Background: an optimization exercise with open tools, aiming at a short achievable clock period and few clock cycles per item. Do not read the settings as production practice.
Where RTL was checked, it was by simulation tests only, not by an equivalence proof against the original.
The RTL of run 2 was laid out without a check of its function.

==> flow/design.v (outline; a module is shown in full before it is edited, if it fits) <==
// module pidca_front: 68 lines
// module pidca_mult: 1931 lines
// module pidca_integ: 245 lines
// module pidca_out: 104 lines
// module pid_conditional_antiwindup_core: 176 lines
module pid_conditional_antiwindup_core (
    input  logic                            clk,
    input  logic                            rst_n,
    input  logic                            in_valid,
    output logic                            in_ready,
    input  logic                            in_cmd,
    input  logic [pidca_pkg::DATA_W-1:0]    in_err_sample,
    output logic                            out_valid,
    input  logic                            out_ready,
    output logic [pidca_pkg::DATA_W-1:0]    out_drive,
    input  logic                            cfg_we,
    input  logic [pidca_pkg::REG_IDX_W-1:0] cfg_idx,
    input  logic [pidca_pkg::DATA_W-1:0]    cfg_wdata
);
  // ...
==> flow/flow/run.sh <==
#!/bin/bash
set -euo pipefail
cd "$(dirname "$0")/.."
SETUP_MARGIN=7.6
bash standard.sh SETUP_SLACK_MARGIN=$SETUP_MARGIN finish > flow_standard.log 2>&1
==> flow/standard.sh <==
#!/bin/bash
# synth_recipe.tcl (not shown) runs the flow's synth.tcl, then flattens the netlist and writes it again
# the make line also repeats each setting of config.mk as NAME=value (left out here)
make -C /OpenROAD-flow-scripts/flow DESIGN_CONFIG=/design/flow/config.mk WORK_HOME=/design/flow/orfs CLKGATE_MAP_FILE= SYNTH_SCRIPT=/design/flow/synth_recipe.tcl "${@:-finish}"
==> flow/config.mk <==
export PLATFORM = sky130hd
export DESIGN_NAME = pid_conditional_antiwindup_core
export DESIGN_NICKNAME = pid_conditional_antiwindup_core
export VERILOG_FILES = /design/flow/design.v
export SDC_FILE = /design/flow/constraint.sdc
export NUM_CORES = 4
export LEC_CHECK = 0
export CAP_MARGIN = 20
export CORE_MARGIN = 2
export CORE_UTILIZATION = 67
export CTS_CLUSTER_DIAMETER = 80
export CTS_CLUSTER_SIZE = 25
export SLEW_MARGIN = 20
==> flow/constraint.sdc <==
create_clock -name core_clock -period 11.0 [get_ports {clk}]
set_input_delay 2.2000 -clock core_clock [delete_from_list [all_inputs] [get_ports {clk}]]
set_output_delay 2.2000 -clock core_clock [all_outputs]
set_load 0.01 [all_outputs]
==> results.sh, run 1 <==
export IMPL_fill_cells=16400
export IMPL_fin_hold_ws_ps=400
export IMPL_cts_resized=805
export IMPL_synth_xor_area_frac=0.101
export IMPL_multi_input_area_share=0.477
export IMPL_drtAntennaViolNets=0
export IMPL_nNonClkBuffers=808
export IMPL_ys_seq_area_frac=0.439
export IMPL_core_sq_mm=0.255
export IMPL_die_x_um=510
export IMPL_stdcell_count=18100
export IMPL_avgSynthCellArea_sq_um=11.7
export IMPL_clock_sinks=2650
export IMPL_finalWorstSetupSlack_ps=7330
export IMPL_num_vias=127000
export IMPL_cts_setup_buffers=129
export IMPL_dp_cells=17500
export IMPL_placed_cell_area_sq_mm=0.176
export IMPL_ys_ff_latch=2650
export IMPL_critPathRequiredTime_ps=8800
export IMPL_worstSetupPathType="flip-flop to primary output"
export IMPL_netlist_instances=14700
export IMPL_synth_top_area_frac=0.389
export IMPL_final_setup_skew_ps=55.5
export IMPL_biggestCellCategory="multi-input combinational cells"
export IMPL_holdCritStartpoint="u_integ.t_p[18]"
export IMPL_status="complete, no violations"
export IMPL_grt_use_met3=0.134
Testbench counts, summed over its fixed seeds: cycles 24,208, items 24,000.
==> module pidca_front, before the edit <==
module pidca_front (
    input  logic                clk,
    input  logic                rst_n,
    input  logic                srst_n,
    input  logic                adv,
    input  logic                in_rdy,
    input  logic                in_valid,
    input  logic                in_cmd,
    input  pidca_pkg::word_t    in_err_sample,
    output logic                dn_valid,
    output logic                dn_clr,
    output pidca_pkg::word_t    dn_err,
    output pidca_pkg::word_t    dn_err_n,
    output pidca_pkg::word_t    dn_diff
);
    logic              s0_valid;
    logic              s1_valid;
    logic              s1_clr;
    pidca_pkg::word_t  s1_err;
    logic [32:0]       s1_diff;
    logic              s0_cmd;
    pidca_pkg::word_t  s0_err;
    pidca_pkg::word_t  prev_err_reg;
    always_ff @(posedge clk or negedge rst_n)
    begin
        if (!rst_n)
        begin
            s0_valid <= 1'b0;
        end
        else if (adv)
        begin
            s0_valid <= in_valid && in_rdy;
        end
    end
    always_ff @(posedge clk)
    begin
        if (!srst_n)
        begin
            s1_valid     <= 1'b0;
            dn_valid     <= 1'b0;
            prev_err_reg <= pidca_pkg::WORD_ZERO;
        end
        else if (adv)
        begin
            s1_valid <= s0_valid;
            dn_valid <= s1_valid;
            if (s0_valid)
            begin
                prev_err_reg <= s0_cmd ? pidca_pkg::WORD_ZERO : s0_err;
            end
        end
    end
    always_ff @(posedge clk)
    begin
        if (adv)
        begin
            s0_cmd  <= in_cmd;
            s0_err  <= in_err_sample;
            s1_clr  <= s0_cmd;
            s1_err  <= s0_err;
            s1_diff <= {s0_err[31], s0_err} - {prev_err_reg[31], prev_err_reg};
            dn_clr  <= s1_clr;
            dn_err  <= s1_err;
            dn_err_n <= ~s1_err;
            dn_diff <= pidca_pkg::sat33(s1_diff);
        end
    end
endmodule
==> module pidca_integ, before the edit <==
module pidca_integ (
    input  logic                clk,
    input  logic                srst_n,
    input  logic                adv,
    input  pidca_pkg::word_t    out_min,
    input  pidca_pkg::word_t    out_max,
    input  logic                lo_is_min,
    input  logic                hi_is_max,
    input  pidca_pkg::word_t    lim_pos,
    input  pidca_pkg::word_t    lim_neg,
    input  logic                up_valid,
    input  logic                up_clr,
    input  pidca_pkg::word_t    up_p,
    input  pidca_pkg::word_t    up_d,
    input  pidca_pkg::word_t    up_g,
    output logic                dn_valid,
    output logic                dn_clr,
    output logic [32:0]         dn_w,
    output logic                dn_ovp,
    output logic                dn_ovn,
    output pidca_pkg::word_t    dn_wmax,
    output pidca_pkg::word_t    dn_wmin,
    output logic                dn_below,
    output logic                dn_above
);
    function automatic logic lt_min(input logic [33:0] x);
        lt_min = x[33] & ~(x[32] & x[31]);
    endfunction
    function automatic logic gt_max(input logic [33:0] x);
        gt_max = ~x[33] & (x[32] | x[31]);
    endfunction
    function automatic logic [33:0] sx34(input pidca_pkg::word_t x);
        sx34 = {{2{x[31]}}, x};
    endfunction
    logic [33:0] klo, khi, tgl, tgh;
    always_comb
    begin
        klo = sx34(out_min) - sx34(up_d);
        khi = sx34(out_max) - sx34(up_d);
        tgl = sx34(lim_neg) - sx34(up_g);
        tgh = sx34(lim_pos) - sx34(up_g);
    end
    logic              t1_valid;
    logic              t1_clr;
    pidca_pkg::word_t  t1_p, t1_d, t1_g, t1_tgl, t1_tgh;
    logic [33:0]       t1_klo, t1_khi;
    logic              t1_tgl_gt_max, t1_tgl_lt_min, t1_tgh_lt_min, t1_tgh_gt_max;
    always_ff @(posedge clk)
    begin
        if (!srst_n)
        begin
            t1_valid <= 1'b0;
        end
        else if (adv)
        begin
            t1_valid <= up_valid;
        end
    end
    always_ff @(posedge clk)
    begin
        if (adv)
        begin
            t1_clr        <= up_clr;
            t1_p          <= up_p;
            t1_d          <= up_d;
            t1_g          <= up_g;
            t1_klo        <= klo;
            t1_khi        <= khi;
            t1_tgl        <= tgl[31:0];
            t1_tgh        <= tgh[31:0];
            t1_tgl_gt_max <= gt_max(tgl);
            t1_tgl_lt_min <= lt_min(tgl);
            t1_tgh_lt_min <= lt_min(tgh);
            t1_tgh_gt_max <= gt_max(tgh);
        end
    end
    localparam logic [33:0] MIN34 = 34'h380000000;
    localparam logic [33:0] MAX34 = 34'h07fffffff;
    logic [33:0] tlo, thi;
    always_comb
    begin
        tlo = t1_klo - sx34(t1_p);
        thi = t1_khi - sx34(t1_p);
    end
    logic              t_valid;
    logic              t_clr;
    pidca_pkg::word_t  t_p, t_d, t_g;
    pidca_pkg::word_t  t_tlo, t_thi, t_tgl, t_tgh;
    logic              t_klo_le_min, t_klo_gt_max, t_tlo_lt_min, t_tlo_gt_max;
    logic              t_khi_ge_max, t_khi_lt_min, t_thi_gt_max, t_thi_lt_min;
    logic              t_tgl_gt_max, t_tgl_lt_min, t_tgh_lt_min, t_tgh_gt_max;
    always_ff @(posedge clk)
    begin
        if (!srst_n)
        begin
            t_valid <= 1'b0;
        end
        else if (adv)
        begin
            t_valid <= t1_valid;
        end
    end
    always_ff @(posedge clk)
    begin
        if (adv)
        begin
            t_clr        <= t1_clr;
            t_p          <= t1_p;
            t_d          <= t1_d;
            t_g          <= t1_g;
            t_tlo        <= tlo[31:0];
            t_thi        <= thi[31:0];
            t_tgl        <= t1_tgl;
            t_tgh        <= t1_tgh;
            t_klo_le_min <= lt_min(t1_klo) | (t1_klo == MIN34);
            t_klo_gt_max <= gt_max(t1_klo);
            t_tlo_lt_min <= lt_min(tlo);
            t_tlo_gt_max <= gt_max(tlo);
            t_khi_ge_max <= gt_max(t1_khi) | (t1_khi == MAX34);
            t_khi_lt_min <= lt_min(t1_khi);
            t_thi_gt_max <= gt_max(thi);
            t_thi_lt_min <= lt_min(thi);
            t_tgl_gt_max <= t1_tgl_gt_max;
            t_tgl_lt_min <= t1_tgl_lt_min;
            t_tgh_lt_min <= t1_tgh_lt_min;
            t_tgh_gt_max <= t1_tgh_gt_max;
        end
    end
    logic f1_lo, f0_lo, f1_hi, f0_hi;
    logic ge, le, lt, gt;
    pidca_pkg::word_t acc_reg;
    pidca_pkg::word_t acc_next;
    pidca_pkg::word_t acc_sum;
    always_comb
    begin
        f1_lo = lo_is_min | t_klo_le_min | (~t_klo_gt_max & t_tlo_lt_min);
        f0_lo = ~f1_lo & (t_klo_gt_max | t_tlo_gt_max);
        f1_hi = hi_is_max | t_khi_ge_max | (~t_khi_lt_min & t_thi_gt_max);
        f0_hi = ~f1_hi & (t_khi_lt_min | t_thi_lt_min);
        ge = f1_lo | (~f0_lo & (acc_reg >= t_tlo));
        le = f1_hi | (~f0_hi & (acc_reg <= t_thi));
        lt = t_tgl_gt_max | (~t_tgl_lt_min & (acc_reg < t_tgl));
        gt = t_tgh_lt_min | (~t_tgh_gt_max & (acc_reg > t_tgh));
        acc_sum = acc_reg + t_g;
        if (t_clr)
        begin
            acc_next = pidca_pkg::WORD_ZERO;
        end
        else if (ge && le)
        begin
            acc_next = lt ? lim_neg : (gt ? lim_pos : acc_sum);
        end
        else
        begin
            acc_next = acc_reg;
        end
    end
    logic              a_valid;
    logic              a_clr;
    pidca_pkg::word_t  a_p, a_d, a_tlo, a_thi;
    logic              a_f1_lo, a_f0_lo, a_f1_hi, a_f0_hi;
    always_ff @(posedge clk)
    begin
        if (!srst_n)
        begin
            a_valid <= 1'b0;
            acc_reg <= pidca_pkg::WORD_ZERO;
        end
        else if (adv)
        begin
            a_valid <= t_valid;
            if (t_valid)
            begin
                acc_reg <= acc_next;
            end
        end
    end
    always_ff @(posedge clk)
    begin
        if (adv)
        begin
            a_clr   <= t_clr;
            a_p     <= t_p;
            a_d     <= t_d;
            a_tlo   <= t_tlo;
            a_thi   <= t_thi;
            a_f1_lo <= f1_lo;
            a_f0_lo <= f0_lo;
            a_f1_hi <= f1_hi;
            a_f0_hi <= f0_hi;
        end
    end
    logic              y1_valid;
    logic              y1_clr;
    logic [32:0]       y1_s;
    pidca_pkg::word_t  y1_d;
    logic              y1_below, y1_above;
    always_ff @(posedge clk)
    begin
        if (!srst_n)
        begin
            y1_valid <= 1'b0;
        end
        else if (adv)
        begin
            y1_valid <= a_valid;
        end
    end
    always_ff @(posedge clk)
    begin
        if (adv)
        begin
            y1_clr   <= a_clr;
            y1_s     <= {a_p[31], a_p} + {acc_reg[31], acc_reg};
            y1_d     <= a_d;
            y1_below <= ~(a_f1_lo | (~a_f0_lo & (acc_reg >= a_tlo)));
            y1_above <= ~(a_f1_hi | (~a_f0_hi & (acc_reg <= a_thi)));
        end
    end
    always_ff @(posedge clk)
    begin
        if (!srst_n)
        begin
            dn_valid <= 1'b0;
        end
        else if (adv)
        begin
            dn_valid <= y1_valid;
        end
    end
    always_ff @(posedge clk)
    begin
        if (adv)
        begin
            dn_clr   <= y1_clr;
            dn_w     <= {y1_s[31], y1_s[31:0]} + {y1_d[31], y1_d};
            dn_ovp   <= ~y1_s[32] & y1_s[31];
            dn_ovn   <= y1_s[32] & ~y1_s[31];
            dn_wmax  <= y1_d[31] ? (y1_d + pidca_pkg::WORD_MAX) : pidca_pkg::WORD_MAX;
            dn_wmin  <= y1_d[31] ? pidca_pkg::WORD_MIN : {1'b1, y1_d[30:0]};
            dn_below <= y1_below;
            dn_above <= y1_above;
        end
    end
endmodule
==> module pidca_out, before the edit <==
module pidca_out (
    input  logic                clk,
    input  logic                rst_n,
    input  logic                srst_n,
    input  pidca_pkg::word_t    out_min,
    input  pidca_pkg::word_t    out_max,
    input  logic                up_valid,
    input  logic                up_clr,
    input  logic [32:0]         up_w,
    input  logic                up_ovp,
    input  logic                up_ovn,
    input  pidca_pkg::word_t    up_wmax,
    input  pidca_pkg::word_t    up_wmin,
    input  logic                up_below,
    input  logic                up_above,
    output logic                adv,
    output logic                in_rdy,
    output logic                out_valid,
    input  logic                out_ready,
    output pidca_pkg::word_t    out_drive
);
    pidca_pkg::word_t  y;
    pidca_pkg::word_t  mem0, mem1;
    logic              hp;
    logic              wp;
    logic              nz;
    logic              full;
    logic              wr;
    logic              rd;
    logic              nz_next;
    logic              full_next;
    logic              none_left;
    always_comb
    begin
        if (up_clr)
        begin
            y = pidca_pkg::WORD_ZERO;
        end
        else if (up_below)
        begin
            y = out_min;
        end
        else if (up_above)
        begin
            y = out_max;
        end
        else
        begin
            y = up_ovp ? up_wmax : (up_ovn ? up_wmin : pidca_pkg::sat33(up_w));
        end
    end
    assign wr = adv && up_valid;
    assign rd = nz && out_ready;
    assign none_left = !nz || (!full && rd);
    always_comb
    begin
        if (rd)
        begin
            nz_next   = full || wr;
            full_next = full && wr;
        end
        else
        begin
            nz_next   = nz || wr;
            full_next = full || (nz && wr);
        end
    end
    always_ff @(posedge clk or negedge rst_n)
    begin
        if (!rst_n)
        begin
            out_valid <= 1'b0;
            in_rdy    <= 1'b0;
        end
        else
        begin
            out_valid <= srst_n && nz_next;
            in_rdy    <= !(srst_n && full_next);
        end
    end
    always_ff @(posedge clk)
    begin
        nz   <= srst_n && nz_next;
        full <= srst_n && full_next;
        adv  <= !(srst_n && full_next);
        hp   <= srst_n && (hp ^ rd);
        wp   <= srst_n && (wp ^ wr);
    end
    always_ff @(posedge clk)
    begin
        if (wr && !wp)
        begin
            mem0 <= y;
        end
        if (wr && wp)
        begin
            mem1 <= y;
        end
    end
    always_ff @(posedge clk)
    begin
        out_drive <= none_left ? y : ((hp ^ rd) ? mem1 : mem0);
    end
endmodule
==> module pid_conditional_antiwindup_core, before the edit <==
module pid_conditional_antiwindup_core (
    input  logic                            clk,
    input  logic                            rst_n,
    input  logic                            in_valid,
    output logic                            in_ready,
    input  logic                            in_cmd,
    input  logic [pidca_pkg::DATA_W-1:0]    in_err_sample,
    output logic                            out_valid,
    input  logic                            out_ready,
    output logic [pidca_pkg::DATA_W-1:0]    out_drive,
    input  logic                            cfg_we,
    input  logic [pidca_pkg::REG_IDX_W-1:0] cfg_idx,
    input  logic [pidca_pkg::DATA_W-1:0]    cfg_wdata
);
    logic srst_n;
    always_ff @(posedge clk or negedge rst_n)
    begin
        if (!rst_n)
        begin
            srst_n <= 1'b0;
        end
        else
        begin
            srst_n <= 1'b1;
        end
    end
    logic                            cw_we;
    logic [pidca_pkg::REG_IDX_W-1:0] cw_idx;
    pidca_pkg::word_t                cw_data;
    always_ff @(posedge clk)
    begin
        cw_we   <= cfg_we;
        cw_idx  <= cfg_idx;
        cw_data <= cfg_wdata;
    end
    logic [47:0]       bp_reg, bi_reg, bd_reg;
    pidca_pkg::word_t  out_min_reg, out_max_reg;
    logic              lo_is_min_reg, hi_is_max_reg;
    pidca_pkg::word_t  lim_pos_reg, lim_neg_reg;
    always_ff @(posedge clk)
    begin
        if (!srst_n)
        begin
            bp_reg        <= '0;
            bi_reg        <= '0;
            bd_reg        <= '0;
            out_min_reg   <= '0;
            out_max_reg   <= '0;
            lim_pos_reg   <= '0;
        end
        else if (cw_we)
        begin
            case (cw_idx)
                pidca_pkg::REG_PROP_GAIN:   bp_reg <= pidca_pkg::booth(cw_data);
                pidca_pkg::REG_INTEG_GAIN:  bi_reg <= pidca_pkg::booth(cw_data);
                pidca_pkg::REG_DERIV_GAIN:  bd_reg <= pidca_pkg::booth(cw_data);
                pidca_pkg::REG_OUT_MIN:     out_min_reg <= cw_data;
                pidca_pkg::REG_OUT_MAX:     out_max_reg <= cw_data;
                pidca_pkg::REG_INTEG_LIMIT: lim_pos_reg <= {1'b0, cw_data[pidca_pkg::ILIM_W-1:0]};
                default: ;
            endcase
        end
    end
    always_ff @(posedge clk)
    begin
        lim_neg_reg   <= -lim_pos_reg;
        lo_is_min_reg <= (out_min_reg == pidca_pkg::WORD_MIN);
        hi_is_max_reg <= (out_max_reg == pidca_pkg::WORD_MAX);
    end
    logic              adv;
    logic              in_rdy;
    logic              f_valid, f_clr;
    pidca_pkg::word_t  f_err;
    pidca_pkg::word_t  f_err_n;
    pidca_pkg::word_t  f_diff;
    assign in_ready = in_rdy;
    pidca_front u_front (
        .clk           (clk),
        .rst_n         (rst_n),
        .srst_n        (srst_n),
        .adv           (adv),
        .in_rdy        (in_rdy),
        .in_valid      (in_valid),
        .in_cmd        (in_cmd),
        .in_err_sample (in_err_sample),
        .dn_valid      (f_valid),
        .dn_clr        (f_clr),
        .dn_err        (f_err),
        .dn_err_n      (f_err_n),
        .dn_diff       (f_diff)
    );
    pidca_pkg::word_t  p_res, d_res, g_res;
    pidca_mult u_mult_p (
        .clk (clk), .en (adv),
        .one (bp_reg[15:0]), .two (bp_reg[31:16]), .neg (bp_reg[47:32]),
        .x (f_err), .res (p_res)
    );
    pidca_mult u_mult_d (
        .clk (clk), .en (adv),
        .one (bd_reg[15:0]), .two (bd_reg[31:16]), .neg (bd_reg[47:32]),
        .x (f_diff), .res (d_res)
    );
    pidca_mult u_mult_g (
        .clk (clk), .en (adv),
        .one (bi_reg[15:0]), .two (bi_reg[31:16]), .neg (bi_reg[47:32]),
        .x (~f_err_n), .res (g_res)
    );
    logic [3:0] m_valid, m_clr;
    always_ff @(posedge clk)
    begin
        if (!srst_n)
        begin
            m_valid <= '0;
        end
        else if (adv)
        begin
            m_valid <= {m_valid[2:0], f_valid};
        end
    end
    always_ff @(posedge clk)
    begin
        if (adv)
        begin
            m_clr <= {m_clr[2:0], f_clr};
        end
    end
    logic              y_valid, y_clr, y_below, y_above, y_ovp, y_ovn;
    logic [32:0]       y_w;
    pidca_pkg::word_t  y_wmax, y_wmin;
    pidca_integ u_integ (
        .clk       (clk),
        .srst_n    (srst_n),
        .adv       (adv),
        .out_min   (out_min_reg),
        .out_max   (out_max_reg),
        .lo_is_min (lo_is_min_reg),
        .hi_is_max (hi_is_max_reg),
        .lim_pos   (lim_pos_reg),
        .lim_neg   (lim_neg_reg),
        .up_valid  (m_valid[3]),
        .up_clr    (m_clr[3]),
        .up_p      (p_res),
        .up_d      (d_res),
        .up_g      (g_res),
        .dn_valid  (y_valid),
        .dn_clr    (y_clr),
        .dn_w      (y_w),
        .dn_ovp    (y_ovp),
        .dn_ovn    (y_ovn),
        .dn_wmax   (y_wmax),
        .dn_wmin   (y_wmin),
        .dn_below  (y_below),
        .dn_above  (y_above)
    );
    pidca_out u_out (
        .clk       (clk),
        .rst_n     (rst_n),
        .srst_n    (srst_n),
        .out_min   (out_min_reg),
        .out_max   (out_max_reg),
        .up_valid  (y_valid),
        .up_clr    (y_clr),
        .up_w      (y_w),
        .up_ovp    (y_ovp),
        .up_ovn    (y_ovn),
        .up_wmax   (y_wmax),
        .up_wmin   (y_wmin),
        .up_below  (y_below),
        .up_above  (y_above),
        .adv       (adv),
        .in_rdy    (in_rdy),
        .out_valid (out_valid),
        .out_ready (out_ready),
        .out_drive (out_drive)
    );
endmodule
==> run 2: changes to the inputs <==
--- a/flow/design.v
+++ b/flow/design.v
@@ -31,24 +31,18 @@
         s = {a[DATA_W-1], a} - {b[DATA_W-1], b};
         if (s[DATA_W] != s[DATA_W-1]) begin
             res = s[DATA_W] ? WORD_MIN : WORD_MAX;
         end else begin
             res = s[DATA_W-1:0];
         end
         qsub = res;
     endfunction
-    function automatic word_t sat33(input logic [DATA_W:0] v);
-        word_t res;
-        if (v[DATA_W] != v[DATA_W-1]) begin
-            res = v[DATA_W] ? WORD_MIN : WORD_MAX;
-        end else begin
-            res = v[DATA_W-1:0];
-        end
-        sat33 = res;
+    function automatic word_t qsat(input word_t r, input logic ovp, input logic ovn);
+        qsat = ovp ? WORD_MAX : (ovn ? WORD_MIN : r);
     endfunction
     function automatic logic [47:0] booth(input word_t k);
         logic [DATA_W:0] kx;
         logic [47:0] r;
         kx = {k, 1'b0};
         for (int j = 0; j < 16; j++) begin
             r[j]      = kx[2*j+1] ^ kx[2*j];
             r[16 + j] = (kx[2*j+2] & ~kx[2*j+1] & ~kx[2*j]) | (~kx[2*j+2] & kx[2*j+1] & kx[2*j]);
@@ -56,90 +50,70 @@
         end
         booth = r;
     endfunction
 endpackage
 `timescale 1ns / 1ps
 module pidca_front (
     input  logic                clk,
     input  logic                rst_n,
-    input  logic                srst_n,
     input  logic                adv,
-    input  logic                in_rdy,
     input  logic                in_valid,
     input  logic                in_cmd,
     input  pidca_pkg::word_t    in_err_sample,
     output logic                dn_valid,
     output logic                dn_clr,
     output pidca_pkg::word_t    dn_err,
-    output pidca_pkg::word_t    dn_err_n,
     output pidca_pkg::word_t    dn_diff
 );
     logic              s0_valid;
-    logic              s1_valid;
-    logic              s1_clr;
-    pidca_pkg::word_t  s1_err;
-    logic [32:0]       s1_diff;
     logic              s0_cmd;
     pidca_pkg::word_t  s0_err;
     pidca_pkg::word_t  prev_err_reg;
     always_ff @(posedge clk or negedge rst_n)
     begin
         if (!rst_n)
         begin
-            s0_valid <= 1'b0;
-        end
-        else if (adv)
-        begin
-            s0_valid <= in_valid && in_rdy;
-        end
-    end
-    always_ff @(posedge clk)
-    begin
-        if (!srst_n)
-        begin
-            s1_valid     <= 1'b0;
+            s0_valid     <= 1'b0;
             dn_valid     <= 1'b0;
             prev_err_reg <= pidca_pkg::WORD_ZERO;
         end
         else if (adv)
         begin
-            s1_valid <= s0_valid;
-            dn_valid <= s1_valid;
+            s0_valid <= in_valid;
+            dn_valid <= s0_valid;
             if (s0_valid)
             begin
                 prev_err_reg <= s0_cmd ? pidca_pkg::WORD_ZERO : s0_err;
             end
         end
     end
     always_ff @(posedge clk)
     begin
         if (adv)
         begin
             s0_cmd  <= in_cmd;
             s0_err  <= in_err_sample;
-            s1_clr  <= s0_cmd;
-            s1_err  <= s0_err;
-            s1_diff <= {s0_err[31], s0_err} - {prev_err_reg[31], prev_err_reg};
-            dn_clr  <= s1_clr;
-            dn_err  <= s1_err;
-            dn_err_n <= ~s1_err;
-            dn_diff <= pidca_pkg::sat33(s1_diff);
+            dn_clr  <= s0_cmd;
+            dn_err  <= s0_err;
+            dn_diff <= pidca_pkg::qsub(s0_err, prev_err_reg);
         end
     end
 endmodule
 `timescale 1ns / 1ps
 module pidca_mult (
     input  logic        clk,
     input  logic        en,
     input  logic [15:0] one,
     input  logic [15:0] two,
     input  logic [15:0] neg,
     input  logic [31:0] x,
-    output logic [31:0] res
+    output logic [31:0] res,
+    output logic        ovp,
+    output logic        ovn
 );
     wire pp0_0 = (one[0] & x[0]) ^ neg[0];
     wire pp0_1 = ((one[0] & x[1]) | (two[0] & x[0])) ^ neg[0];
     wire pp0_2 = ((one[0] & x[2]) | (two[0] & x[1])) ^ neg[0];
     wire pp0_3 = ((one[0] & x[3]) | (two[0] & x[2])) ^ neg[0];
     wire pp0_4 = ((one[0] & x[4]) | (two[0] & x[3])) ^ neg[0];
     wire pp0_5 = ((one[0] & x[5]) | (two[0] & x[4])) ^ neg[0];
     wire pp0_6 = ((one[0] & x[6]) | (two[0] & x[5])) ^ neg[0];
@@ -1904,17 +1878,17 @@
     wire bs983 = bs865 ^ ra[229] ^ bc864;
     wire bc984 = (bs865 & ra[229]) | (bs865 & bc864) | (ra[229] & bc864);
     wire bs985 = bs867 ^ ra[231] ^ bc866;
     wire bc986 = (bs867 & ra[231]) | (bs867 & bc866) | (ra[231] & bc866);
     wire bs987 = ra[232] ^ ra[233] ^ bc868;
     wire bc988 = (ra[232] & ra[233]) | (ra[232] & bc868) | (ra[233] & bc868);
     wire bs989 = 1'b1 ^ ra[234];
     wire bc990 = 1'b1 & ra[234];
-    logic [63:0] rowa, rowb;
+    logic [63:0] rowa, rowb, prod;
     assign rowa[0] = ra[0];
     assign rowb[0] = ra[1];
     assign rowa[1] = ra[2];
     assign rowb[1] = 0;
     assign rowa[2] = bs869;
     assign rowb[2] = ra[5];
     assign rowa[3] = bs871;
     assign rowb[3] = bc870;
@@ -2033,180 +2007,117 @@
     assign rowa[60] = bs985;
     assign rowb[60] = bc984;
     assign rowa[61] = bs987;
     assign rowb[61] = bc986;
     assign rowa[62] = bs989;
     assign rowb[62] = bc988;
     assign rowa[63] = ra[235];
     assign rowb[63] = bc990;
-    logic [20:0] lo_sum;
-    assign lo_sum = {1'b0, rowa[19:0]} + {1'b0, rowb[19:0]};
-    logic [43:0] rb_a, rb_b;
-    logic        rb_c;
-    always_ff @(posedge clk) if (en) begin
-        rb_a <= rowa[63:20];
-        rb_b <= rowb[63:20];
-        rb_c <= lo_sum[20];
-    end
-    logic [44:0] hi_sum;
-    assign hi_sum = {rb_a, 1'b1} + {rb_b, rb_c};
-    logic [39:0] rc;
-    always_ff @(posedge clk) if (en) rc <= hi_sum[44:5];
-    logic ovp, ovn;
-    assign ovp = ~rc[39] & (|rc[38:31]);
-    assign ovn = rc[39] & ~(&rc[38:31]);
+    assign prod = rowa + rowb;
     always_ff @(posedge clk) if (en) begin
-        res <= ovp ? 32'h7fffffff : (ovn ? 32'h80000000 : rc[31:0]);
+        res <= prod[55:24];
+        ovp <= ~prod[63] & (|prod[62:55]);
+        ovn <= prod[63] & ~(&prod[62:55]);
     end
 endmodule
 `timescale 1ns / 1ps
 module pidca_integ (
     input  logic                clk,
-    input  logic                srst_n,
+    input  logic                rst_n,
     input  logic                adv,
     input  pidca_pkg::word_t    out_min,
     input  pidca_pkg::word_t    out_max,
     input  logic                lo_is_min,
     input  logic                hi_is_max,
     input  pidca_pkg::word_t    lim_pos,
     input  pidca_pkg::word_t    lim_neg,
     input  logic                up_valid,
     input  logic                up_clr,
     input  pidca_pkg::word_t    up_p,
     input  pidca_pkg::word_t    up_d,
     input  pidca_pkg::word_t    up_g,
     output logic                dn_valid,
     output logic                dn_clr,
-    output logic [32:0]         dn_w,
-    output logic                dn_ovp,
-    output logic                dn_ovn,
-    output pidca_pkg::word_t    dn_wmax,
-    output pidca_pkg::word_t    dn_wmin,
+    output pidca_pkg::word_t    dn_u,
+    output pidca_pkg::word_t    dn_d,
     output logic                dn_below,
     output logic                dn_above
 );
-    function automatic logic lt_min(input logic [33:0] x);
-        lt_min = x[33] & ~(x[32] & x[31]);
-    endfunction
-    function automatic logic gt_max(input logic [33:0] x);
-        gt_max = ~x[33] & (x[32] | x[31]);
-    endfunction
-    function automatic logic [33:0] sx34(input pidca_pkg::word_t x);
-        sx34 = {{2{x[31]}}, x};
-    endfunction
-    logic [33:0] klo, khi, tgl, tgh;
-    always_comb
-    begin
-        klo = sx34(out_min) - sx34(up_d);
-        khi = sx34(out_max) - sx34(up_d);
-        tgl = sx34(lim_neg) - sx34(up_g);
-        tgh = sx34(lim_pos) - sx34(up_g);
-    end
-    logic              t1_valid;
-    logic              t1_clr;
-    pidca_pkg::word_t  t1_p, t1_d, t1_g, t1_tgl, t1_tgh;
-    logic [33:0]       t1_klo, t1_khi;
-    logic              t1_tgl_gt_max, t1_tgl_lt_min, t1_tgh_lt_min, t1_tgh_gt_max;
-    always_ff @(posedge clk)
-    begin
-        if (!srst_n)
-        begin
-            t1_valid <= 1'b0;
-        end
-        else if (adv)
-        begin
-            t1_valid <= up_valid;
-        end
-    end
-    always_ff @(posedge clk)
-    begin
-        if (adv)
-        begin
-            t1_clr        <= up_clr;
-            t1_p          <= up_p;
-            t1_d          <= up_d;
-            t1_g          <= up_g;
-            t1_klo        <= klo;
-            t1_khi        <= khi;
-            t1_tgl        <= tgl[31:0];
-            t1_tgh        <= tgh[31:0];
-            t1_tgl_gt_max <= gt_max(tgl);
-            t1_tgl_lt_min <= lt_min(tgl);
-            t1_tgh_lt_min <= lt_min(tgh);
-            t1_tgh_gt_max <= gt_max(tgh);
-        end
-    end
-    localparam logic [33:0] MIN34 = 34'h380000000;
-    localparam logic [33:0] MAX34 = 34'h07fffffff;
-    logic [33:0] tlo, thi;
-    always_comb
-    begin
-        tlo = t1_klo - sx34(t1_p);
-        thi = t1_khi - sx34(t1_p);
-    end
+    localparam logic signed [33:0] MIN34 = -34'sd2147483648;
+    localparam logic signed [33:0] MAX34 = 34'sd2147483647;
+    logic signed [33:0] klo, khi, tlo, thi, tgl, tgh;
     logic              t_valid;
     logic              t_clr;
     pidca_pkg::word_t  t_p, t_d, t_g;
     pidca_pkg::word_t  t_tlo, t_thi, t_tgl, t_tgh;
-    logic              t_klo_le_min, t_klo_gt_max, t_tlo_lt_min, t_tlo_gt_max;
-    logic              t_khi_ge_max, t_khi_lt_min, t_thi_gt_max, t_thi_lt_min;
-    logic              t_tgl_gt_max, t_tgl_lt_min, t_tgh_lt_min, t_tgh_gt_max;
-    always_ff @(posedge clk)
+    logic              t_klo_le_min, t_klo_gt_max, t_tlo_le_min, t_tlo_gt_max;
+    logic              t_khi_ge_max, t_khi_lt_min, t_thi_ge_max, t_thi_lt_min;
+    logic              t_tgl_gt_max, t_tgl_le_min, t_tgh_lt_min, t_tgh_ge_max;
+    always_comb
+    begin
+        klo = $signed({{2{out_min[31]}}, out_min}) - $signed({{2{up_d[31]}}, up_d});
+        khi = $signed({{2{out_max[31]}}, out_max}) - $signed({{2{up_d[31]}}, up_d});
+        tlo = $signed({{2{out_min[31]}}, out_min}) - $signed({{2{up_d[31]}}, up_d}) - $signed({{2{up_p[31]}}, up_p});
+        thi = $signed({{2{out_max[31]}}, out_max}) - $signed({{2{up_d[31]}}, up_d}) - $signed({{2{up_p[31]}}, up_p});
+        tgl = $signed({{2{lim_neg[31]}}, lim_neg}) - $signed({{2{up_g[31]}}, up_g});
+        tgh = $signed({{2{lim_pos[31]}}, lim_pos}) - $signed({{2{up_g[31]}}, up_g});
+    end
+    always_ff @(posedge clk or negedge rst_n)
     begin
-        if (!srst_n)
+        if (!rst_n)
         begin
             t_valid <= 1'b0;
         end
         else if (adv)
         begin
-            t_valid <= t1_valid;
+            t_valid <= up_valid;
         end
     end
     always_ff @(posedge clk)
     begin
         if (adv)
         begin
-            t_clr        <= t1_clr;
-            t_p          <= t1_p;
-            t_d          <= t1_d;
-            t_g          <= t1_g;
+            t_clr        <= up_clr;
+            t_p          <= up_p;
+            t_d          <= up_d;
+            t_g          <= up_g;
             t_tlo        <= tlo[31:0];
             t_thi        <= thi[31:0];
-            t_tgl        <= t1_tgl;
-            t_tgh        <= t1_tgh;
-            t_klo_le_min <= lt_min(t1_klo) | (t1_klo == MIN34);
-            t_klo_gt_max <= gt_max(t1_klo);
-            t_tlo_lt_min <= lt_min(tlo);
-            t_tlo_gt_max <= gt_max(tlo);
-            t_khi_ge_max <= gt_max(t1_khi) | (t1_khi == MAX34);
-            t_khi_lt_min <= lt_min(t1_khi);
-            t_thi_gt_max <= gt_max(thi);
-            t_thi_lt_min <= lt_min(thi);
-            t_tgl_gt_max <= t1_tgl_gt_max;
-            t_tgl_lt_min <= t1_tgl_lt_min;
-            t_tgh_lt_min <= t1_tgh_lt_min;
-            t_tgh_gt_max <= t1_tgh_gt_max;
+            t_tgl        <= tgl[31:0];
+            t_tgh        <= tgh[31:0];
+            t_klo_le_min <= (klo <= MIN34);
+            t_klo_gt_max <= (klo >  MAX34);
+            t_tlo_le_min <= (tlo <= MIN34);
+            t_tlo_gt_max <= (tlo >  MAX34);
+            t_khi_ge_max <= (khi >= MAX34);
+            t_khi_lt_min <= (khi <  MIN34);
+            t_thi_ge_max <= (thi >= MAX34);
+            t_thi_lt_min <= (thi <  MIN34);
+            t_tgl_gt_max <= (tgl >  MAX34);
+            t_tgl_le_min <= (tgl <= MIN34);
+            t_tgh_lt_min <= (tgh <  MIN34);
+            t_tgh_ge_max <= (tgh >= MAX34);
         end
     end
     logic f1_lo, f0_lo, f1_hi, f0_hi;
     logic ge, le, lt, gt;
     pidca_pkg::word_t acc_reg;
     pidca_pkg::word_t acc_next;
     pidca_pkg::word_t acc_sum;
     always_comb
     begin
-        f1_lo = lo_is_min | t_klo_le_min | (~t_klo_gt_max & t_tlo_lt_min);
+        f1_lo = lo_is_min | t_klo_le_min | (~t_klo_gt_max & t_tlo_le_min);
         f0_lo = ~f1_lo & (t_klo_gt_max | t_tlo_gt_max);
-        f1_hi = hi_is_max | t_khi_ge_max | (~t_khi_lt_min & t_thi_gt_max);
+        f1_hi = hi_is_max | t_khi_ge_max | (~t_khi_lt_min & t_thi_ge_max);
         f0_hi = ~f1_hi & (t_khi_lt_min | t_thi_lt_min);
         ge = f1_lo | (~f0_lo & (acc_reg >= t_tlo));
         le = f1_hi | (~f0_hi & (acc_reg <= t_thi));
-        lt = t_tgl_gt_max | (~t_tgl_lt_min & (acc_reg < t_tgl));
-        gt = t_tgh_lt_min | (~t_tgh_gt_max & (acc_reg > t_tgh));
+        lt = t_tgl_gt_max | (~t_tgl_le_min & (acc_reg < t_tgl));
+        gt = t_tgh_lt_min | (~t_tgh_ge_max & (acc_reg > t_tgh));
         acc_sum = acc_reg + t_g;
         if (t_clr)
         begin
             acc_next = pidca_pkg::WORD_ZERO;
         end
         else if (ge && le)
         begin
             acc_next = lt ? lim_neg : (gt ? lim_pos : acc_sum);
@@ -2215,19 +2126,19 @@
         begin
             acc_next = acc_reg;
         end
     end
     logic              a_valid;
     logic              a_clr;
     pidca_pkg::word_t  a_p, a_d, a_tlo, a_thi;
     logic              a_f1_lo, a_f0_lo, a_f1_hi, a_f0_hi;
-    always_ff @(posedge clk)
+    always_ff @(posedge clk or negedge rst_n)
     begin
-        if (!srst_n)
+        if (!rst_n)
         begin
             a_valid <= 1'b0;
             acc_reg <= pidca_pkg::WORD_ZERO;
         end
         else if (adv)
         begin
             a_valid <= t_valid;
             if (t_valid)
@@ -2246,343 +2157,279 @@
             a_tlo   <= t_tlo;
             a_thi   <= t_thi;
             a_f1_lo <= f1_lo;
             a_f0_lo <= f0_lo;
             a_f1_hi <= f1_hi;
             a_f0_hi <= f0_hi;
         end
     end
-    logic              y1_valid;
-    logic              y1_clr;
-    logic [32:0]       y1_s;
-    pidca_pkg::word_t  y1_d;
-    logic              y1_below, y1_above;
-    always_ff @(posedge clk)
-    begin
-        if (!srst_n)
-        begin
-            y1_valid <= 1'b0;
-        end
-        else if (adv)
-        begin
-            y1_valid <= a_valid;
-        end
-    end
-    always_ff @(posedge clk)
-    begin
-        if (adv)
-        begin
-            y1_clr   <= a_clr;
-            y1_s     <= {a_p[31], a_p} + {acc_reg[31], acc_reg};
-            y1_d     <= a_d;
-            y1_below <= ~(a_f1_lo | (~a_f0_lo & (acc_reg >= a_tlo)));
-            y1_above <= ~(a_f1_hi | (~a_f0_hi & (acc_reg <= a_thi)));
-        end
-    end
-    always_ff @(posedge clk)
+    always_ff @(posedge clk or negedge rst_n)
     begin
-        if (!srst_n)
+        if (!rst_n)
         begin
             dn_valid <= 1'b0;
         end
         else if (adv)
         begin
-            dn_valid <= y1_valid;
+            dn_valid <= a_valid;
         end
     end
     always_ff @(posedge clk)
     begin
         if (adv)
         begin
-            dn_clr   <= y1_clr;
-            dn_w     <= {y1_s[31], y1_s[31:0]} + {y1_d[31], y1_d};
-            dn_ovp   <= ~y1_s[32] & y1_s[31];
-            dn_ovn   <= y1_s[32] & ~y1_s[31];
-            dn_wmax  <= y1_d[31] ? (y1_d + pidca_pkg::WORD_MAX) : pidca_pkg::WORD_MAX;
-            dn_wmin  <= y1_d[31] ? pidca_pkg::WORD_MIN : {1'b1, y1_d[30:0]};
-            dn_below <= y1_below;
-            dn_above <= y1_above;
+            dn_clr   <= a_clr;
+            dn_u     <= pidca_pkg::qadd(a_p, acc_reg);
+            dn_d     <= a_d;
+            dn_below <= ~(a_f1_lo | (~a_f0_lo & (acc_reg >= a_tlo)));
+            dn_above <= ~(a_f1_hi | (~a_f0_hi & (acc_reg <= a_thi)));
         end
     end
 endmodule
 `timescale 1ns / 1ps
 module pidca_out (
     input  logic                clk,
     input  logic                rst_n,
-    input  logic                srst_n,
     input  pidca_pkg::word_t    out_min,
     input  pidca_pkg::word_t    out_max,
     input  logic                up_valid,
     input  logic                up_clr,
-    input  logic [32:0]         up_w,
-    input  logic                up_ovp,
-    input  logic                up_ovn,
-    input  pidca_pkg::word_t    up_wmax,
-    input  pidca_pkg::word_t    up_wmin,
+    input  pidca_pkg::word_t    up_u,
+    input  pidca_pkg::word_t    up_d,
     input  logic                up_below,
     input  logic                up_above,
     output logic                adv,
-    output logic                in_rdy,
     output logic                out_valid,
     input  logic                out_ready,
     output pidca_pkg::word_t    out_drive
 );
     pidca_pkg::word_t  y;
-    pidca_pkg::word_t  mem0, mem1;
-    logic              hp;
-    logic              wp;
-    logic              nz;
-    logic              full;
+    pidca_pkg::word_t  slot1;
+    logic              slot1_valid;
     logic              wr;
     logic              rd;
-    logic              nz_next;
-    logic              full_next;
-    logic              none_left;
+    logic              s0v_next;
+    logic              s1v_next;
     always_comb
     begin
         if (up_clr)
         begin
             y = pidca_pkg::WORD_ZERO;
         end
         else if (up_below)
         begin
             y = out_min;
         end
         else if (up_above)
         begin
             y = out_max;
         end
         else
         begin
-            y = up_ovp ? up_wmax : (up_ovn ? up_wmin : pidca_pkg::sat33(up_w));
+            y = pidca_pkg::qadd(up_u, up_d);
         end
     end
     assign wr = adv && up_valid;
-    assign rd = nz && out_ready;
-    assign none_left = !nz || (!full && rd);
+    assign rd = out_valid && out_ready;
     always_comb
     begin
         if (rd)
         begin
-            nz_next   = full || wr;
-            full_next = full && wr;
+            s0v_next = slot1_valid || wr;
+            s1v_next = slot1_valid && wr;
         end
         else
         begin
-            nz_next   = nz || wr;
-            full_next = full || (nz && wr);
+            s0v_next = out_valid || wr;
+            s1v_next = slot1_valid || (out_valid && wr);
         end
     end
     always_ff @(posedge clk or negedge rst_n)
     begin
         if (!rst_n)
         begin
-            out_valid <= 1'b0;
-            in_rdy    <= 1'b0;
+            out_valid   <= 1'b0;
+            slot1_valid <= 1'b0;
+            adv         <= 1'b1;
         end
         else
         begin
-            out_valid <= srst_n && nz_next;
-            in_rdy    <= !(srst_n && full_next);
+            out_valid   <= s0v_next;
+            slot1_valid <= s1v_next;
+            adv         <= !(s0v_next && s1v_next);
         end
     end
     always_ff @(posedge clk)
     begin
-        nz   <= srst_n && nz_next;
-        full <= srst_n && full_next;
-        adv  <= !(srst_n && full_next);
-        hp   <= srst_n && (hp ^ rd);
-        wp   <= srst_n && (wp ^ wr);
-    end
-    always_ff @(posedge clk)
-    begin
-        if (wr && !wp)
+        if (rd || !out_valid)
         begin
-            mem0 <= y;
+            out_drive <= slot1_valid ? slot1 : y;
         end
-        if (wr && wp)
+        if (rd ? slot1_valid : (out_valid && !slot1_valid))
         begin
-            mem1 <= y;
+            slot1 <= y;
         end
     end
-    always_ff @(posedge clk)
-    begin
-        out_drive <= none_left ? y : ((hp ^ rd) ? mem1 : mem0);
-    end
 endmodule
 `timescale 1ns / 1ps
 module pid_conditional_antiwindup_core (
     input  logic                            clk,
     input  logic                            rst_n,
     input  logic                            in_valid,
     output logic                            in_ready,
     input  logic                            in_cmd,
     input  logic [pidca_pkg::DATA_W-1:0]    in_err_sample,
     output logic                            out_valid,
     input  logic                            out_ready,
     output logic [pidca_pkg::DATA_W-1:0]    out_drive,
     input  logic                            cfg_we,
     input  logic [pidca_pkg::REG_IDX_W-1:0] cfg_idx,
     input  logic [pidca_pkg::DATA_W-1:0]    cfg_wdata
 );
-    logic srst_n;
+    pidca_pkg::word_t  kp_reg, ki_reg, kd_reg, out_min_reg, out_max_reg;
+    logic [pidca_pkg::ILIM_W-1:0] ilim_reg;
     always_ff @(posedge clk or negedge rst_n)
     begin
         if (!rst_n)
         begin
-            srst_n <= 1'b0;
-        end
-        else
-        begin
-            srst_n <= 1'b1;
+            kp_reg      <= '0;
+            ki_reg      <= '0;
+            kd_reg      <= '0;
+            out_min_reg <= '0;
+            out_max_reg <= '0;
+            ilim_reg    <= '0;
+        end
+        else if (cfg_we)
+        begin
+            case (cfg_idx)
+                pidca_pkg::REG_PROP_GAIN:   kp_reg      <= cfg_wdata;
+                pidca_pkg::REG_INTEG_GAIN:  ki_reg      <= cfg_wdata;
+                pidca_pkg::REG_DERIV_GAIN:  kd_reg      <= cfg_wdata;
+                pidca_pkg::REG_OUT_MIN:     out_min_reg <= cfg_wdata;
+                pidca_pkg::REG_OUT_MAX:     out_max_reg <= cfg_wdata;
+                pidca_pkg::REG_INTEG_LIMIT: ilim_reg    <= cfg_wdata[pidca_pkg::ILIM_W-1:0];
+                default: ;
+            endcase
         end
     end
-    logic                            cw_we;
-    logic [pidca_pkg::REG_IDX_W-1:0] cw_idx;
-    pidca_pkg::word_t                cw_data;
-    always_ff @(posedge clk)
-    begin
-        cw_we   <= cfg_we;
-        cw_idx  <= cfg_idx;
-        cw_data <= cfg_wdata;
-    end
     logic [47:0]       bp_reg, bi_reg, bd_reg;
-    pidca_pkg::word_t  out_min_reg, out_max_reg;
-    logic              lo_is_min_reg, hi_is_max_reg;
     pidca_pkg::word_t  lim_pos_reg, lim_neg_reg;
-    always_ff @(posedge clk)
+    logic              lo_is_min_reg, hi_is_max_reg;
+    always_ff @(posedge clk or negedge rst_n)
     begin
-        if (!srst_n)
+        if (!rst_n)
         begin
             bp_reg        <= '0;
             bi_reg        <= '0;
             bd_reg        <= '0;
-            out_min_reg   <= '0;
-            out_max_reg   <= '0;
             lim_pos_reg   <= '0;
+            lim_neg_reg   <= '0;
+            lo_is_min_reg <= 1'b0;
+            hi_is_max_reg <= 1'b0;
         end
-        else if (cw_we)
+        else
         begin
-            case (cw_idx)
-                pidca_pkg::REG_PROP_GAIN:   bp_reg <= pidca_pkg::booth(cw_data);
-                pidca_pkg::REG_INTEG_GAIN:  bi_reg <= pidca_pkg::booth(cw_data);
-                pidca_pkg::REG_DERIV_GAIN:  bd_reg <= pidca_pkg::booth(cw_data);
-                pidca_pkg::REG_OUT_MIN:     out_min_reg <= cw_data;
-                pidca_pkg::REG_OUT_MAX:     out_max_reg <= cw_data;
-                pidca_pkg::REG_INTEG_LIMIT: lim_pos_reg <= {1'b0, cw_data[pidca_pkg::ILIM_W-1:0]};
-                default: ;
-            endcase
+            bp_reg        <= pidca_pkg::booth(kp_reg);
+            bi_reg        <= pidca_pkg::booth(ki_reg);
+            bd_reg        <= pidca_pkg::booth(kd_reg);
+            lim_pos_reg   <= {1'b0, ilim_reg};
+            lim_neg_reg   <= -{1'b0, ilim_reg};
+            lo_is_min_reg <= (out_min_reg == pidca_pkg::WORD_MIN);
+            hi_is_max_reg <= (out_max_reg == pidca_pkg::WORD_MAX);
         end
     end
-    always_ff @(posedge clk)
-    begin
-        lim_neg_reg   <= -lim_pos_reg;
-        lo_is_min_reg <= (out_min_reg == pidca_pkg::WORD_MIN);
-        hi_is_max_reg <= (out_max_reg == pidca_pkg::WORD_MAX);
-    end
     logic              adv;
-    logic              in_rdy;
     logic              f_valid, f_clr;
-    pidca_pkg::word_t  f_err;
-    pidca_pkg::word_t  f_err_n;
-    pidca_pkg::word_t  f_diff;
-    assign in_ready = in_rdy;
+    pidca_pkg::word_t  f_err, f_diff;
+    assign in_ready = adv;
     pidca_front u_front (
         .clk           (clk),
         .rst_n         (rst_n),
-        .srst_n        (srst_n),
         .adv           (adv),
-        .in_rdy        (in_rdy),
         .in_valid      (in_valid),
         .in_cmd        (in_cmd),
         .in_err_sample (in_err_sample),
         .dn_valid      (f_valid),
         .dn_clr        (f_clr),
         .dn_err        (f_err),
-        .dn_err_n      (f_err_n),
         .dn_diff       (f_diff)
     );
     pidca_pkg::word_t  p_res, d_res, g_res;
+    logic              p_ovp, p_ovn, d_ovp, d_ovn, g_ovp, g_ovn;
     pidca_mult u_mult_p (
         .clk (clk), .en (adv),
         .one (bp_reg[15:0]), .two (bp_reg[31:16]), .neg (bp_reg[47:32]),
-        .x (f_err), .res (p_res)
+        .x (f_err), .res (p_res), .ovp (p_ovp), .ovn (p_ovn)
     );
     pidca_mult u_mult_d (
         .clk (clk), .en (adv),
         .one (bd_reg[15:0]), .two (bd_reg[31:16]), .neg (bd_reg[47:32]),
-        .x (f_diff), .res (d_res)
+        .x (f_diff), .res (d_res), .ovp (d_ovp), .ovn (d_ovn)
     );
     pidca_mult u_mult_g (
         .clk (clk), .en (adv),
         .one (bi_reg[15:0]), .two (bi_reg[31:16]), .neg (bi_reg[47:32]),
-        .x (~f_err_n), .res (g_res)
+        .x (f_err), .res (g_res), .ovp (g_ovp), .ovn (g_ovn)
     );
-    logic [3:0] m_valid, m_clr;
-    always_ff @(posedge clk)
+    logic m1_valid, m1_clr, m2_valid, m2_clr;
+    always_ff @(posedge clk or negedge rst_n)
     begin
-        if (!srst_n)
+        if (!rst_n)
         begin
-            m_valid <= '0;
+            m1_valid <= 1'b0;
+            m2_valid <= 1'b0;
         end
         else if (adv)
         begin
-            m_valid <= {m_valid[2:0], f_valid};
+            m1_valid <= f_valid;
+            m2_valid <= m1_valid;
         end
     end
     always_ff @(posedge clk)
     begin
         if (adv)
         begin
-            m_clr <= {m_clr[2:0], f_clr};
+            m1_clr <= f_clr;
+            m2_clr <= m1_clr;
         end
     end
-    logic              y_valid, y_clr, y_below, y_above, y_ovp, y_ovn;
-    logic [32:0]       y_w;
-    pidca_pkg::word_t  y_wmax, y_wmin;
+    logic              y_valid, y_clr, y_below, y_above;
+    pidca_pkg::word_t  y_u, y_d;
     pidca_integ u_integ (
         .clk       (clk),
-        .srst_n    (srst_n),
+        .rst_n     (rst_n),
         .adv       (adv),
         .out_min   (out_min_reg),
         .out_max   (out_max_reg),
         .lo_is_min (lo_is_min_reg),
         .hi_is_max (hi_is_max_reg),
         .lim_pos   (lim_pos_reg),
         .lim_neg   (lim_neg_reg),
-        .up_valid  (m_valid[3]),
-        .up_clr    (m_clr[3]),
-        .up_p      (p_res),
-        .up_d      (d_res),
-        .up_g      (g_res),
+        .up_valid  (m2_valid),
+        .up_clr    (m2_clr),
+        .up_p      (pidca_pkg::qsat(p_res, p_ovp, p_ovn)),
+        .up_d      (pidca_pkg::qsat(d_res, d_ovp, d_ovn)),
+        .up_g      (pidca_pkg::qsat(g_res, g_ovp, g_ovn)),
         .dn_valid  (y_valid),
         .dn_clr    (y_clr),
-        .dn_w      (y_w),
-        .dn_ovp    (y_ovp),
-        .dn_ovn    (y_ovn),
-        .dn_wmax   (y_wmax),
-        .dn_wmin   (y_wmin),
+        .dn_u      (y_u),
+        .dn_d      (y_d),
         .dn_below  (y_below),
         .dn_above  (y_above)
     );
     pidca_out u_out (
         .clk       (clk),
         .rst_n     (rst_n),
-        .srst_n    (srst_n),
         .out_min   (out_min_reg),
         .out_max   (out_max_reg),
         .up_valid  (y_valid),
         .up_clr    (y_clr),
-        .up_w      (y_w),
-        .up_ovp    (y_ovp),
-        .up_ovn    (y_ovn),
-        .up_wmax   (y_wmax),
-        .up_wmin   (y_wmin),
+        .up_u      (y_u),
+        .up_d      (y_d),
         .up_below  (y_below),
         .up_above  (y_above),
         .adv       (adv),
-        .in_rdy    (in_rdy),
         .out_valid (out_valid),
         .out_ready (out_ready),
         .out_drive (out_drive)
     );
 endmodule
==> flow/run.sh (new file) <==
#!/bin/bash
# synth_recipe.tcl (not shown) runs the flow's synth.tcl, then flattens the netlist and writes it again
# the make line also repeats each setting of config.mk as NAME=value (left out here)
make -C /OpenROAD-flow-scripts/flow DESIGN_CONFIG=/design/flow/config.mk WORK_HOME=/design/flow/orfs CLKGATE_MAP_FILE= SYNTH_SCRIPT=/design/flow/synth_recipe.tcl finish
==> flow/config.mk (replaced) <==
export PLATFORM = sky130hd
export DESIGN_NAME = pid_conditional_antiwindup_core
export DESIGN_NICKNAME = pid_conditional_antiwindup_core
export VERILOG_FILES = /design/flow/design.v
export SDC_FILE = /design/flow/constraint.sdc
export NUM_CORES = 4
export LEC_CHECK = 0
export CAP_MARGIN = 20
export CORE_MARGIN = 2
export CORE_UTILIZATION = 40
export SLEW_MARGIN = 20
removed: flow/flow/run.sh
removed: flow/standard.sh
==> run 2 against run 1 <==
Against the previous run:
- synthesized cell count fell by 7.8%
- worst setup slack got worse by 4000 ps
- final cell count rose by 1.9%
- global-route usage fell by 15 points
==> results.sh, run 2 <==
export IMPL_status="complete, no violations"
export IMPL_critical_path_depth=24
export IMPL_slew_headroom=0.227
export IMPL_clockRootBuffer="clkbuf_16"
export IMPL_netlist_instances=13600
export IMPL_cap_violations=0
export IMPL_start_util=0.402
export IMPL_synth_net_count=15800
export IMPL_first_global_vias=112000
export IMPL_clock_sinks=1883
export IMPL_final_cell_mix="a22oi_1 (1,497), edfxtp_1 (1,410), fa_1 (1,300), inv_1 (1,249), xor2_1 (984)"
export IMPL_synth_edf_count=1410
export IMPL_tightest_slew_ps=1160
export IMPL_area_growth_syn_to_layout_pct=8.98
export IMPL_slowest_delay_ps=600
export IMPL_ys_ff_latch=1883
export IMPL_arrival_ps=8470
export IMPL_multiInputGateArea_sq_mm=0.0895
export IMPL_async_reset_ff_frac=0.251
export IMPL_slew_violations=0
export IMPL_r2r_end="u_integ.t_tlo_le_min"
export IMPL_post_route_period_util=0.696
export IMPL_path_delay_family="compound AO/OA/AOI/OAI gates"
export IMPL_hold_buffers=0
export IMPL_fmax_mhz=131
export IMPL_min_path_type="flip-flop to flip-flop"
export IMPL_die_height_um=621
export IMPL_port_buffers=106
export IMPL_clk_pin_slew_ps=70
export IMPL_netlist_area_sq_mm=0.152
export IMPL_avgRoutedWirePerCell_um=28.3
export IMPL_die_x_um=621
export IMPL_avgSynthCellArea_sq_um=11.2
export IMPL_end_kind="flip-flop"
export IMPL_path_buf_inv=2
export IMPL_dr_pass1_iters=7
export IMPL_place_ws_ps=3470
export IMPL_grt_antenna_before_repair=48
export IMPL_fill_cells=35100
export IMPL_register_area_sq_mm=0.0543
export IMPL_h_tree_depth=4
export IMPL_synth_top_cells_by_area="edfxtp_1 (28%), fa_1 (17%), dfrtp_1 (7.8%)"
export IMPL_cts_resized=0
export IMPL_reg2reg_slack_ps=3350
export IMPL_period_minus_slack_ps=7650
export IMPL_yosysMostFrequentCell="a22oi_1"
export IMPL_cp_slowest_cell="o31ai_1"
export IMPL_synthTopCellsByCount="a22oi_1 (1,497), edfxtp_1 (1,410), fa_1 (1,300)"
export IMPL_synth_top_area_frac=0.278
export IMPL_drtAntennaViolNets=0
export IMPL_cp_start_kind="flip-flop"
export IMPL_row_count=226
export IMPL_ys_flop_type="edfxtp_1"
export IMPL_min_path_cells=0
export IMPL_viasPerCell=5.99
export IMPL_setup_viol=0
export IMPL_finalWirelength_um=524000
export IMPL_die_area_sq_mm=0.385
export IMPL_final_setup_tns_ps=0
export IMPL_cts_setup_buffers=0
export IMPL_final_core_util=0.438
export IMPL_final_setup_skew_ps=126
export IMPL_drive_above_1_share=0.0820
export IMPL_cts_buffer_depth=4
export IMPL_worstSetupPathType="flip-flop to flip-flop"
export IMPL_layout_nets=15500
export IMPL_synth_cell_type_count=100
export IMPL_pin_count=107
export IMPL_drtIter0Drc=12900
export IMPL_finalWorstSetupSlack_ps=3350
export IMPL_holdCritStartpoint="u_integ.t_d[29]"
export IMPL_critPathRequiredTime_ps=11820
export IMPL_cts_buffers=222
export IMPL_worst_r2r_startpoint="u_mult_d.ovn"
export IMPL_clk_latency_ps=990
export IMPL_final_common_cell="a22oi_1"
export IMPL_min_to="u_integ.a_d[29]"
export IMPL_rsz0062_at_grt="false"
export IMPL_hold_viol_final=0
export IMPL_synth_area_leader_cell="edfxtp_1"
export IMPL_grt_overflow=0
export IMPL_crit_fanout=9
export IMPL_dp_hpwl_um=339000
export IMPL_ys_seq_area_frac=0.356
export IMPL_stdcell_count=18500
export IMPL_path_cells="inv_1, a21oi_1, ha_1, nor2b_1, o31ai_1, a211o_1, nand2_1, a21o_1, maj3_1, maj3_1, xnor2_1, ha_1, nor2_1, a21oi_1, inv_1, o31ai_1, a31oi_2, xnor2_1, xnor2_1, or4_1, nor4_1, nand4b_1, nor4_1, a21o_1"
export IMPL_core_sq_mm=0.379
export IMPL_top_regs="u_mult_d.ra x236, u_mult_g.ra x236, u_mult_p.ra x236"
export IMPL_grt_usage=0.268
export IMPL_dp_cells=18000
export IMPL_grt_max_degree=161
export IMPL_ff2ff_path_depth=24
export IMPL_crit_top_cell="xnor2_1"
export IMPL_ys_warn_count=5
export IMPL_fin_hold_ws_ps=408
export IMPL_num_vias=111000
export IMPL_grt_pass1_wl_um=761000
export IMPL_cts_tree="yes"
export IMPL_gp_congestion=0.911
export IMPL_drcViolationCount=0
[run 2: final cells by class]
class,instances,share of cell area
Inverter,1256,0.0284
Timing Repair Buffer,420,0.0205
Multi-Input combinational cell,9442,0.540
Clock buffer,271,0.0358
Antenna cell,51,0.000770
Clock inverter,142,0.00896
Tap cell,5016,0.0379
Sequential cell,1883,0.328
[run 2: how the worst max path moves through the flow]
stage | start | end
floorplan | u_out.adv | in_ready
global placement | u_mult_d.ovn | u_integ.t_tlo_le_min
detailed placement | u_mult_d.ovn | u_integ.t_tlo_le_min
CTS | u_mult_d.ovn | u_integ.t_tlo_le_min
global route | u_mult_d.ovn | u_integ.t_tlo_le_min
finish | u_mult_d.ovn | u_integ.t_tlo_le_min
[run 2: logic make-up after synthesis]
kind of cell | after synthesis | share of synthesized area
AO/OA/AOI/OAI | 3358 | 0.153
adder cells (fa/ha/maj) | 2204 | 0.245
XOR/XNOR | 1964 | 0.113
AND/OR/NAND/NOR | 1645 | 0.0568
flip-flops | 1883 | 0.356
buffers and inverters | 2244 | 0.0555
multiplexers | 271 | 0.0198
[run 2: per-stage QoR]
step | area (sq um)
floorplan | 152000
global placement | 158000
detailed placement | 158000
CTS | 166000
global route | 166000
finish | 166000
[run 2: routing by layer]
metal / GRT usage / up-vias / routed length, um
met2: 0.417 / 6264 / 234000
met5: 0 / - / 558
met3: 0.0631 / 1604 / 52700
met1: 0.351 / 55500 / 208000
li1: - / 47300 / -
met4: 0.127 / 44 / 28300

==> port drivers added, routing unchanged <==
The results above use ideal ports. As a check the final layouts listed here were re-extracted and re-timed, cells and wires unchanged.
Step 1, drivers: a clkbuf_16 drives clk and a buf_2 each remaining input, both assumed.
Step 2, shift: input delay + t, output delay - t, t = (earliest + latest rising clock arrival at the registers) / 2. This alone moves slack from input paths to output paths.
Three values: no drivers, after step 1, after step 2; two values: the first two.
| run | t, ns | setup slack, ns | slew at the worst register clock pin (ns) |
|---|---|---|---|
| run 1 | 0.989 | 7.332 / 7.245 / 6.899 | 0.11 / 0.11 |
| run 2 | 1.042 | 3.349 / 3.349 / 3.349 | 0.07 / 0.07 |
After both steps setup and hold are still met in every run listed. The setup slack of run 1, which loses most, moves by -0.087 ns with the drivers and by -0.433 ns with both steps.
